Background: an optimization exercise with open tools, aiming at small area, a short achievable clock period and few clock cycles per item. Do not read the settings as production practice.
In this exercise RTL edits were held to simulation tests only and were not proved equivalent to the original.
No activity file was given, so power comes from the tool's default toggle rates.

run 1:
// mem_bank_responder
module mem_bank_responder #(
   parameter int                DATA_W      = 16,
   parameter int                ADDR_W      = 8,
   parameter int                WAIT_CYCLES = 2,    
   parameter logic [ADDR_W-1:0] PROT_LIMIT  = ADDR_W'(8'h40)
) (
   input  logic              CLK100MHZ,
   input  logic              RST,
   input  logic              mb_sel,
   input  logic [ADDR_W-1:0] pc_addr,
   input  logic [ADDR_W-1:0] mb_addr,
   input  logic              mb_read,
   input  logic              mb_write,
   input  logic [DATA_W-1:0] mb_wdata,
   output logic [DATA_W-1:0] mb_rdata,
   output logic              mb_ack,
   output logic              mb_busy,
   output logic              mb_err
);
==> flow/config.mk <==
export PLATFORM = sky130hd
export DESIGN_NAME = mem_bank_responder
export DESIGN_NICKNAME = mem_bank_responder
export VERILOG_FILES = /design/flow/design.v
export SDC_FILE = /design/flow/constraint.sdc
export NUM_CORES = 4
export LEC_CHECK = 0
export CAP_MARGIN = 20
export CORE_MARGIN = 2
export CORE_UTILIZATION = 45
export CTS_BUF_LIST = sky130_fd_sc_hd__clkbuf_16
export CTS_CLUSTER_DIAMETER = 50
export CTS_CLUSTER_SIZE = 20
export PLACE_DENSITY = 0.6
export SETUP_SLACK_MARGIN = 3.0
export SLEW_MARGIN = 20
export TNS_END_PERCENT = 100
export BUFFER_PORTS_ARGS = -buffer_cell sky130_fd_sc_hd__buf_4
export CTS_ARGS = -sink_clustering_enable -repair_clock_nets -dont_use_dummy_load -buf_list sky130_fd_sc_hd__clkbuf_16 -sink_clustering_size 20 -sink_clustering_max_diameter 50
==> flow/constraint.sdc <==
create_clock -name core_clock -period 6.0 [get_ports {CLK100MHZ}]
set_input_delay 1.2000 -clock core_clock [delete_from_list [all_inputs] [get_ports {CLK100MHZ}]]
set_output_delay 1.2000 -clock core_clock [all_outputs]
set_load 0.01 [all_outputs]
standard.sh (not shown) runs the stock make flow with config.mk's settings and CLKGATE_MAP_FILE= SYNTH_SCRIPT=/design/flow/synth_recipe.tcl, a recipe that flattens the netlist after the stock synthesis.
==> flow/flow/run.sh <==
#!/bin/bash
set -euo pipefail
cat >> config.mk <<'EOT'
export BUFFER_PORTS_ARGS = -buffer_cell sky130_fd_sc_hd__buf_4
export CTS_ARGS = -sink_clustering_enable -repair_clock_nets -dont_use_dummy_load -buf_list sky130_fd_sc_hd__clkbuf_16 -sink_clustering_size 20 -sink_clustering_max_diameter 50
EOT
bash standard.sh > standard.log 2>&1
Testbench counts of run 1, summed over its fixed seeds: cycles 36,215, items 12,000.
The following lists how run 2 was set up differently from run 1:
Settings: a deleted BUFFER_PORTS_ARGS that had been -buffer_cell sky130_fd_sc_hd__buf_4; a change of PLACE_DENSITY from 0.6 to 0.7; a deleted CTS_ARGS that had been -sink_clustering_enable -repair_clock_nets -dont_use_dummy_load -buf_list sky130_fd_sc_hd__clkbuf_16 -sink_clustering_size 20 -sink_clustering_max_diameter 50; a change of CORE_UTILIZATION from 45 to 55.
==> flow/run.sh (new file) <==
#!/bin/bash
# synth_recipe.tcl (not shown) runs the flow's synth.tcl, then flattens the netlist and writes it again
# the make line also repeats each setting of config.mk as NAME=value (left out here)
make -C /OpenROAD-flow-scripts/flow DESIGN_CONFIG=/design/flow/config.mk WORK_HOME=/design/flow/orfs CLKGATE_MAP_FILE= SYNTH_SCRIPT=/design/flow/synth_recipe.tcl finish
removed: flow/flow/run.sh
removed: flow/standard.sh
--- outcome ---
Run 2 against run 1; final estimated routing congestion in global placement is up by a few percent. Compared to run 1, run 2 has final-layout non-clock buffer area share 0.52 points higher. More vias were needed by run 2 than by run 1. Looking at overall power consumption across both flows, run 2 is the weaker of the two, with run 1 ahead. Relative to run 1, run 2 improves final setup skew. Synthesized area of run 2 is on par with run 1. Summary of run 2 over run 1: met1 track utilization from global routing grew by 5.1 points; number of global-route vias before repair +2.4%.
For run 3, these inputs were changed with respect to run 2:
Settings: setting BUFFER_PORTS_ARGS to -buffer_cell sky130_fd_sc_hd__buf_4 for the first time; setting CTS_ARGS to -sink_clustering_enable -repair_clock_nets -dont_use_dummy_load -buf_list sky130_fd_sc_hd__clkbuf_16 -sink_clustering_size 20 -sink_clustering_max_diameter 50 for the first time.
==> flow/flow/run.sh (new file) <==
#!/bin/bash
set -euo pipefail
cat >> config.mk <<'EOT'
export BUFFER_PORTS_ARGS = -buffer_cell sky130_fd_sc_hd__buf_4
export CTS_ARGS = -sink_clustering_enable -repair_clock_nets -dont_use_dummy_load -buf_list sky130_fd_sc_hd__clkbuf_16 -sink_clustering_size 20 -sink_clustering_max_diameter 50
EOT
bash standard.sh > standard.log 2>&1
==> flow/standard.sh (new file) <==
#!/bin/bash
# synth_recipe.tcl (not shown) runs the flow's synth.tcl, then flattens the netlist and writes it again
# the make line also repeats each setting of config.mk as NAME=value (left out here)
make -C /OpenROAD-flow-scripts/flow DESIGN_CONFIG=/design/flow/config.mk WORK_HOME=/design/flow/orfs CLKGATE_MAP_FILE= SYNTH_SCRIPT=/design/flow/synth_recipe.tcl "${@:-finish}"
removed: flow/run.sh
==> run summary <==
- Both conditions hold for run 3: the flow ran to the end and the final layout passed the timing, DRC and antenna checks.
- Of run 2 and run 3, run 3 shows the lower portion of total power attributed to the clock network, with run 2 above it.
- Count of multi-input combinational gates essentially unchanged between run 2 and run 3.
- Clock distribution area overhead in the final layout: run 3 vs run 2 down 1.3 points
- Compared with run 2, in run 3 number of different library cells in the post-synthesis netlist saw little to no change, internal power consumption lost 3.7%.

==> static timing again, ports no longer ideal <==
Ports are ideal in the flow. The routed layouts listed here were re-timed in OpenROAD.
Step 1 sets driving cells, clkbuf_16 on the clock port and buf_2 on the other inputs (assumed; they add their load-dependent delay and slew).
Step 2 also shifts input and output timing later by t, the mid clock arrival at the registers, as if the neighbouring blocks saw the same clock.
Slacks: ideal ports / drivers / drivers and shift; pairs: ideal ports / drivers.
run	t (ns)	slack for setup (ns)	worst hold slack (ns)	worst setup path after step 2	worst data-port slew with drivers (ns)
run 1	1.024	2.822 / 2.727 / 1.893	0.277 / 0.277 / 0.277	input to register	0.06
run 2	1.033	2.785 / 2.693 / 2.004	0.322 / 0.322 / 0.322	input to register	0.07
run 3	1.029	2.763 / 2.671 / 1.846	0.309 / 0.309 / 0.309	input to register	0.14
After both steps every run listed still meets setup and hold. For run 1, which loses most, drivers alone change the setup slack by -0.095 ns; drivers and shift together by -0.929 ns.
